Background: an optimization exercise with open tools, aiming at small area and a short achievable clock period. Do not read the settings as production practice. Where RTL was checked, it was by simulation tests only, not by an equivalence proof against the original.

// gemv_stream_engine
module gemv_stream_engine (
  input  logic        clk,
  input  logic        rst_n,
  input  logic        start_i,
  input  logic        accum_i,
  input  logic [47:0] w_i,
  input  logic        a_valid_i,
  output logic        a_ready_o,
  input  logic [47:0] a_row_i,
  output logic        o_valid_o,
  input  logic        o_ready_i,
  output logic [15:0] o_data_o,
  output logic [1:0]  o_idx_o,
  output logic        busy_o,
  output logic        done_o,
  output logic        ovf_o
);
  logic [1:0]  state_q;
  logic [71:0] sel_q;      
  logic [71:0] sel_c;
  logic        accum_q;
  logic [1:0]  in_cnt_q;
  logic        ovf_q;
  logic        out_valid_q;
  logic [15:0] out_data_q;
  logic [1:0]  out_idx_q;
  logic [47:0] row_q;
  logic        s1_valid_q;
  logic        s2_valid_q;
  logic [1:0]  s2_idx_q;
  logic [34:0] s2a_q, s2b_q, s2c_q, s2d_q;
  logic [34:0] acc0_q, acc1_q, acc2_q;
  logic [2:0]  acc_vld_q;
  logic        st_idle, st_run, st_done;
  logic [1:0]  state_d;
  logic        out_valid_d;
  logic        run_q, run_nv_q;
  logic        adv_c, accept_c, start_ok_c, last_in_c, last_out_c;
  logic [1:0]  s1_idx_c;
  logic [34:0] acc_add_c, sa_c, sb_c, sc_c, sd_c, v_c;
  logic [34:0] t1s_c, t1c_c, t2s_c, t2c_c;
  logic [15:0] sat_c;
  logic        clamp_c;
  logic [15:0] lo_c;
  logic [19:0] xh_c, yh_c, hx_c, hor_c, hand_c;
  logic        sum_m1_c, sum_0_c, sum_m2_c;
  assign st_idle  = (state_q == 2'd0);
  assign st_run   = (state_q == 2'd1);
  assign st_done  = (state_q == 2'd3);
  assign adv_c      = !out_valid_q || o_ready_i;
  assign a_ready_o  = run_nv_q || (run_q && o_ready_i);
  assign accept_c   = a_valid_i && a_ready_o;
  assign start_ok_c = st_idle && start_i;
  assign last_in_c  = accept_c && (in_cnt_q == 2'd2);
  assign last_out_c = out_valid_q && o_ready_i && (out_idx_q == 2'd2);
  assign busy_o = !st_idle;
  assign done_o = st_done;
  assign s1_idx_c = in_cnt_q - 2'd1;
  always_comb begin
    acc_add_c = '0;
    if (accum_q) begin
      case (s1_idx_c)
        2'd0:    if (acc_vld_q[0]) acc_add_c = acc0_q;
        2'd1:    if (acc_vld_q[1]) acc_add_c = acc1_q;
        default: if (acc_vld_q[2]) acc_add_c = acc2_q;
      endcase
    end
  end
  gemv_booth_enc u_enc (
    .w_i   (w_i),
    .sel_o (sel_c)
  );
  gemv_dot_pipe u_dot (
    .sel_i (sel_q),
  ...
Size: ~3,000 cells after synthesis, roughly 130 I/O pins, about 32,000 sq um of cells after synthesis.
clock: 9.0 ns
lec_check: 0
abc_area: 1
cap_margin: 20
core_margin: 2
core_utilization: 40
cts_buf_list: sky130_fd_sc_hd__clkbuf_8
cts_cluster_size: 30
setup_slack_margin: 4.75
slew_margin: 20
tns_end_percent: 5
buffer_ports_args: -buffer_cell sky130_fd_sc_hd__buf_4
standard.sh (not shown) runs the stock make flow with config.mk's settings and CLKGATE_MAP_FILE= SYNTH_SCRIPT=/design/flow/synth_recipe.tcl, a recipe that flattens the netlist after the stock synthesis.
==> flow/flow/run.sh <==
#!/bin/bash
# Standard layout with two changes:
#  - the port buffers that buffer_ports inserts are buf_4 instead of the tool's default
#    pick (a delay buffer), so the ports' buffers are fast;
#  - after the standard synthesis, flow/polarity.py chooses for each full adder whether it
#    works on true or complemented signals (a full adder is self-dual), which removes most
#    of the inverters that the adder extraction leaves between full adders. Registers and
#    all other cells are unchanged.
set -e
echo "export BUFFER_PORTS_ARGS = -buffer_cell sky130_fd_sc_hd__buf_4" >> config.mk
bash standard.sh synth > synth.log 2>&1
R=orfs/results/sky130hd/gemv_stream_engine/base
python3 flow/polarity.py $R/1_2_yosys.v $R/1_2_yosys_pol.v > polarity.log 2>&1
cp $R/1_2_yosys.v $R/1_2_yosys_std.v
cp $R/1_2_yosys_pol.v $R/1_2_yosys.v
rm -f $R/1_synth.odb $R/1_synth.sdc
bash standard.sh > standard.log 2>&1
Other scripts of this flow, unchanged in this note and not shown: flow/flow/polarity.py
The baseline went through all stages and came out clean.
==> next run, changes <==
Settings changed: SETUP_SLACK_MARGIN 4.75 to 4.55.
After rerunning: The changed run completed without violations; setup slack degrades by 0.17 ns; core utilization goes down by 0.38 points; hold slack degrades by 0.017 ns; clock-buffer cell count goes up by 3; design area goes down slightly; critical path depth stays the same; synthesized cell count stays the same.
==> next run, changes <==
Settings changed: SETUP_SLACK_MARGIN 4.55 to 4.75, TNS_END_PERCENT 5 to 20.
=>
- critical path depth does not change
- wire length falls slightly
- register-to-register slack improves by 0.18 ns
- design area rises slightly
- utilization rises by 0.31 points
- setup slack improves by 0.18 ns
- synthesized cell count stays the same

---

== run 1 ==
Starting RTL as in the previous note.
## gemv_stream_engine
module gemv_stream_engine (
  input  logic        clk,
  input  logic        rst_n,
  input  logic        start_i,
  input  logic        accum_i,
  input  logic [47:0] w_i,
  input  logic        a_valid_i,
  output logic        a_ready_o,
  input  logic [47:0] a_row_i,
  output logic        o_valid_o,
  input  logic        o_ready_i,
  output logic [15:0] o_data_o,
  output logic [1:0]  o_idx_o,
  output logic        busy_o,
  output logic        done_o,
  output logic        ovf_o
);
export LEC_CHECK = 0
export ABC_AREA = 1
export CAP_MARGIN = 20
export CORE_MARGIN = 2
export CORE_UTILIZATION = 40
export CTS_BUF_LIST = sky130_fd_sc_hd__clkbuf_8
export CTS_CLUSTER_SIZE = 30
export SETUP_SLACK_MARGIN = 4.85
export SLEW_MARGIN = 20
export TNS_END_PERCENT = 5
export BUFFER_PORTS_ARGS = -buffer_cell sky130_fd_sc_hd__buf_4
create_clock -name core_clock -period 9.0 [get_ports {clk}]
Scripts as last shown in full above: flow/flow/run.sh
Other scripts of this flow, unchanged in this note and not shown: flow/flow/polarity.py
## Diff of input files: run 2 against run 1
# run 1
export LEC_CHECK = 0
export ABC_AREA = 1
export CAP_MARGIN = 20
export CORE_MARGIN = 2
export CORE_UTILIZATION = 40
export CTS_BUF_LIST = sky130_fd_sc_hd__clkbuf_8
export CTS_CLUSTER_SIZE = 30
export SETUP_SLACK_MARGIN = 4.85
export SLEW_MARGIN = 20
export TNS_END_PERCENT = 5
export BUFFER_PORTS_ARGS = -buffer_cell sky130_fd_sc_hd__buf_4
create_clock -name core_clock -period 9.0 [get_ports {clk}]
# run 2
export LEC_CHECK = 0
export ABC_AREA = 1
export CAP_MARGIN = 20
export CORE_MARGIN = 2
export CORE_UTILIZATION = 40
export CTS_BUF_LIST = sky130_fd_sc_hd__clkbuf_8
export CTS_CLUSTER_SIZE = 30
export SETUP_SLACK_MARGIN = 5.0
export SLEW_MARGIN = 20
export TNS_END_PERCENT = 5
export BUFFER_PORTS_ARGS = -buffer_cell sky130_fd_sc_hd__buf_4
create_clock -name core_clock -period 9.0 [get_ports {clk}]
Going from run 1 to run 2, maximum number of pins on one net before global-route repair picked up an extra 2; met3 wire length dropped 8.2%.
[run 2 vs run 1] final-layout clock-cell area share: higher in run 2
Compared with run 1, run 2 shows met2 wire length that has gone up by a few percent.
Diff run 1 -> run 2: via count of the first global-routing pass went up 235, total wire length after detailed routing went up about 3%, utilization went up 1.8 points, final-layout worst hold slack went down 9.1 ps.
--- input diff run 2..run 3 ---
# run 2
export LEC_CHECK = 0
export ABC_AREA = 1
export CAP_MARGIN = 20
export CORE_MARGIN = 2
export CORE_UTILIZATION = 40
export CTS_BUF_LIST = sky130_fd_sc_hd__clkbuf_8
export CTS_CLUSTER_SIZE = 30
export SETUP_SLACK_MARGIN = 5.0
export SLEW_MARGIN = 20
export TNS_END_PERCENT = 5
export BUFFER_PORTS_ARGS = -buffer_cell sky130_fd_sc_hd__buf_4
create_clock -name core_clock -period 9.0 [get_ports {clk}]
# run 3
export LEC_CHECK = 0
export ABC_AREA = 1
export CAP_MARGIN = 20
export CORE_MARGIN = 2
export CORE_UTILIZATION = 40
export CTS_BUF_LIST = sky130_fd_sc_hd__clkbuf_16
export CTS_CLUSTER_SIZE = 40
export SETUP_SLACK_MARGIN = 4.75
export SLEW_MARGIN = 20
export TNS_END_PERCENT = 5
export BUFFER_PORTS_ARGS = -buffer_cell sky130_fd_sc_hd__buf_4
create_clock -name core_clock -period 9.0 [get_ports {clk}]
Findings:
Run 3 vs. run 2: worst setup slack went down by 150 ps. Per the comparison of run 3 with run 2, global-route usage has decreased, maximum frequency shrank by about 3.6%.

---

gemv_stream_engine, a different RTL version from the one above (not shown whole).
Size in the first run: ~3300 cells after synthesis, about 360 flip-flops, ~34000 sq um of cells after synthesis.
==> flow/design.v (excerpt) <==
module gemv_stream_engine (
  input  logic        clk,
  input  logic        rst_n,
  input  logic        start_i,
  input  logic        accum_i,
  input  logic [47:0] w_i,
  input  logic        a_valid_i,
  output logic        a_ready_o,
  input  logic [47:0] a_row_i,
  output logic        o_valid_o,
  input  logic        o_ready_i,
  output logic [15:0] o_data_o,
  output logic [1:0]  o_idx_o,
  output logic        busy_o,
  output logic        done_o,
  output logic        ovf_o
);
Settings: LEC_CHECK=0, ABC_CLOCK_PERIOD_IN_PS=4300, CAP_MARGIN=20, CORE_MARGIN=2, CORE_UTILIZATION=40, SETUP_SLACK_MARGIN=4.7, SLEW_MARGIN=20, TNS_END_PERCENT=10; clock period 9.0 ns.
run.sh (not shown) runs the stock make flow with config.mk's settings and CLKGATE_MAP_FILE= SYNTH_SCRIPT=/design/flow/synth_recipe.tcl, a recipe that flattens the netlist after the stock synthesis.
Stock flow here: none of the scripts above is used.
The first run finished with timing, DRC and antenna clean.
==> next run, changes <==
Settings changed: ABC_CLOCK_PERIOD_IN_PS 4300 to default, SETUP_SLACK_MARGIN 4.7 to 4.0, TNS_END_PERCENT 10 to 5.
Worst hold slack gets worse by 0.017 ns.
Cell area went down by 5.7%.
Die area is unchanged.
Utilization falls by 2.7 points.
Setup slack got worse by 0.095 ns.
Register-to-register slack gets worse by 0.095 ns.
Routed wire length fell by 3.9%.
Function was not checked in any run of this note: the RTL went through the layout flow alone.

---

== job 1076 ==
gemv_stream_engine, a different RTL version from the one above (not shown whole).
For scale: roughly 130 I/O pins, ~32000 um2 of cells after synthesis.
export LEC_CHECK = 0
export ABC_AREA = 1
export CAP_MARGIN = 20
export CORE_MARGIN = 2
export CORE_UTILIZATION = 50
export CTS_BUF_LIST = sky130_fd_sc_hd__clkbuf_8
export CTS_CLUSTER_SIZE = 30
export SETUP_SLACK_MARGIN = 4.75
export SLEW_MARGIN = 20
export TNS_END_PERCENT = 20
export BUFFER_PORTS_ARGS = -buffer_cell sky130_fd_sc_hd__buf_1
create_clock -name core_clock -period 9.0 [get_ports {clk}]
standard.sh (not shown) runs the stock make flow with config.mk's settings and CLKGATE_MAP_FILE= SYNTH_SCRIPT=/design/flow/synth_recipe.tcl, a recipe that flattens the netlist after the stock synthesis.
==> flow/flow/run.sh <==
#!/bin/bash
# Standard layout with two changes:
#  - the port buffers that buffer_ports inserts are buf_1 instead of the tool's default
#    pick (a delay buffer), so the ports' buffers are fast;
#  - after the standard synthesis, flow/polarity.py chooses for each full adder whether it
#    works on true or complemented signals (a full adder is self-dual), which removes most
#    of the inverters that the adder extraction leaves between full adders. Registers and
#    all other cells are unchanged.
set -e
echo "export BUFFER_PORTS_ARGS = -buffer_cell sky130_fd_sc_hd__buf_1" >> config.mk
bash standard.sh synth > synth.log 2>&1
R=orfs/results/sky130hd/gemv_stream_engine/base
python3 flow/polarity.py $R/1_2_yosys.v $R/1_2_yosys_pol.v > polarity.log 2>&1
cp $R/1_2_yosys.v $R/1_2_yosys_std.v
cp $R/1_2_yosys_pol.v $R/1_2_yosys.v
rm -f $R/1_synth.odb $R/1_synth.sdc
bash standard.sh > standard.log 2>&1
Other scripts of this flow, unchanged in this note and not shown: flow/flow/polarity.py
Job 1076 completed every stage of the flow, and the final layout passed the timing, DRC and antenna checks.
--- input diff job 1076..job 8867 ---
- setting GPL_TIMING_DRIVEN to 0 for the first time
- changing CORE_UTILIZATION from 50 to 45
Findings:
Cmp job 8867 vs job 1076: register-to-register setup slack lower in job 8867
Final non-filler cell area deteriorates in job 8867 relative to job 1076.
Reported for job 1076 and job 8867, total negative slack turned out identical to the last digit.
Going from job 1076 to job 8867, post-detailed-routing wire length moved up; total met3 wirelength after detailed routing moved down; die span in y moved up; critical path arrival moved up.
Input-level comparison between job 9006 and job 8867:
- removing GPL_TIMING_DRIVEN (formerly 0)
- changing CORE_UTILIZATION from 45 to 40
==> run notes <==
Delta (job 9006 minus job 8867): die boundary width increased about 6%; area added between synthesis and finish decreased 1.7 points; sum of buffers and inverters on the critical path saw a decrease.
Side by side, number of cells on the worst reg-to-reg path turned out lower in job 9006 than in job 8867.
The sequential share of layout area in job 9006 sits 0.48 points above the value recorded for job 8867.
Job 9006 ends up with a number of buffers created by CTS that is 1 higher than in job 8867.
In job 9006, the length of routed met3 wiring came out about 2% above the value in job 8867.
Diff job 8867 -> job 9006: global-route met1 utilization fell by 4.9 points; final design utilization fell by 6.4 points; final instance area fell by 1.5%.
Here is what was changed in the inputs of job 4728 compared with job 9006.
- CORE_UTILIZATION: 40 -> 45
Results
Between job 4728 and job 9006, it is job 4728 whose signal arrival time at the worst endpoint is lower, by 0.04 ns. Compared with job 9006, in job 4728 total number of tap cells saw a decrease; count of sequential standard cells saw little to no change. Min routed wire length across job 9006 and job 4728: job 9006. As of job 4728, routed wire length on met2 had risen by a few percent compared to job 9006. Looking at first-iteration DRC count across job 9006 and job 4728, the one that comes out higher is job 4728. Delta (job 4728 minus job 9006): count of non-CTS inverters in the layout went down about 0.4%, utilization +5.2 points, least setup slack across all paths after layout grew by 0.043 ns, multi-input logic area stayed essentially flat.
The following lists how job 2202 was set up differently from job 4728:
- CORE_UTILIZATION changed from 45 to 55
[summary]
Utilization job 4728 -> job 2202: up
Compared to job 4728, job 2202 shows a narrower setup margin.
Between job 4728 and job 2202, the flow reports final net count decreasing slightly.
Delta (job 2202 minus job 4728): pin count of the biggest net entering global routing decreased by 5.6% relative to the old numbers; combined area of the multi-input logic cells essentially unchanged; signal arrival time at the worst endpoint shows an increase of 0.07 ns.
Edits applied to the flow inputs when going from job 2202 to job 2771:
- ABC_AREA: 1 -> 0
- CORE_UTILIZATION: 55 -> 50
Findings:
- Job 2771 ended with less sequential share of layout area than job 2202.
- Delay of the slowest cell on the worst path down 0.11 ns in job 2771 wrt job 2202
- Total wire length after detailed routing of job 2771 exceeds that of job 2202 by more than 10%.
- Changes observed in job 2771 relative to job 2202: area added between synthesis and finish saw an increase, utilization saw a decrease, synthesized cell count saw an increase, total number of vias saw an increase.

---

Another version of the RTL of gemv_stream_engine (not shown whole).
Size: about 3,400 cells after synthesis, roughly 390 flip-flops, roughly 130 I/O pins.
Settings: LEC_CHECK=0, ABC_AREA=1, CAP_MARGIN=20, CORE_MARGIN=2, CORE_UTILIZATION=40, SETUP_SLACK_MARGIN=5.0, SLEW_MARGIN=20, TNS_END_PERCENT=5, BUFFER_PORTS_ARGS=-buffer_cell sky130_fd_sc_hd__buf_4; clock period 9.0 ns.
==> flow/flow/run.sh <==
#!/bin/bash
# Standard layout, with the port buffers inserted by buffer_ports made of buf_4
# instead of the tool's default pick (a delay buffer), so the ports' buffers are fast.
set -e
echo "export BUFFER_PORTS_ARGS = -buffer_cell sky130_fd_sc_hd__buf_4" >> config.mk
bash standard.sh > standard.log 2>&1
The baseline produced a clean layout.
Edit:
--- a/flow/config.mk
+++ b/flow/config.mk
@@ -12 +12,3 @@
-export SETUP_SLACK_MARGIN = 5.0
+export CTS_BUF_LIST = sky130_fd_sc_hd__clkbuf_8
+export CTS_CLUSTER_SIZE = 30
+export SETUP_SLACK_MARGIN = 4.75
- The changed run finished clean
- die area is unchanged
- worst setup slack got worse by 83 ps
- first-iteration DRC count goes down by roughly a tenth
Edit:
--- a/flow/config.mk
+++ b/flow/config.mk
@@ -12,2 +11,0 @@
-export CTS_BUF_LIST = sky130_fd_sc_hd__clkbuf_8
-export CTS_CLUSTER_SIZE = 30
What happened: The changed run went through all stages and came out clean; flip-flop and latch count is unchanged; non-clock buffer count falls by 17; final cell count shrinks by 1.5%; sequential share of layout area rises by 0.11 points; global-route usage is about the same; final area came out lower by 0.37%; synthesized area is unchanged.

==> port drivers added, routing unchanged <==
The results above use ideal ports. As a check the final layouts listed here were re-extracted and re-timed, cells and wires unchanged.
Step 1 (the two cells are an assumption about what drives the block):
set clk [get_ports {clk}]
set_driving_cell -lib_cell sky130_fd_sc_hd__clkbuf_16 $clk
set_driving_cell -lib_cell sky130_fd_sc_hd__buf_2 [delete_from_list [all_inputs] $clk]
Step 2 also shifts input and output timing later by t, the mid clock arrival at the registers, as if the neighbouring blocks saw the same clock.
Three values: ideal ports, drivers, drivers and shift; two values: the first two.
run	t, ns	slack for setup (ns)	clock arrival spread, ns
the first run of note 1	0.722	4.830 / 4.830 / 4.684	0.045 / 0.045
the second run of note 1	0.716	4.661 / 4.661 / 4.622	0.053 / 0.053
the third run of note 1	0.720	4.836 / 4.836 / 4.684	0.044 / 0.044
run 1	0.730	4.857 / 4.857 / 4.686	0.047 / 0.047
run 2	0.720	4.999 / 4.995 / 4.680	0.079 / 0.079
run 3	0.667	4.848 / 4.848 / 4.693	0.018 / 0.018
the first run of note 3	0.679	4.161 / 4.161 / 4.161	0.038 / 0.038
the second run of note 3	0.659	4.066 / 4.059 / 4.059	0.037 / 0.037
job 1076	0.727	4.842 / 4.842 / 4.681	0.048 / 0.048
job 8867	0.743	4.789 / 4.789 / 4.789	0.054 / 0.054
job 9006	0.729	4.832 / 4.832 / 4.733	0.050 / 0.050
job 4728	0.724	4.875 / 4.875 / 4.661	0.032 / 0.033
job 2202	0.716	4.785 / 4.785 / 4.541	0.037 / 0.037
job 2771	0.741	4.805 / 4.805 / 4.247	0.054 / 0.054
the first run of note 5	0.679	4.927 / 4.927 / 4.732	0.027 / 0.027
the second run of note 5	0.752	4.845 / 4.845 / 4.793	0.045 / 0.045
the third run of note 5	0.675	4.821 / 4.821 / 4.797	0.023 / 0.023
After both steps setup and hold are still met in every run listed. The setup slack of job 2771, which loses most, moves by 0.000 ns with the drivers and by -0.558 ns with both steps.
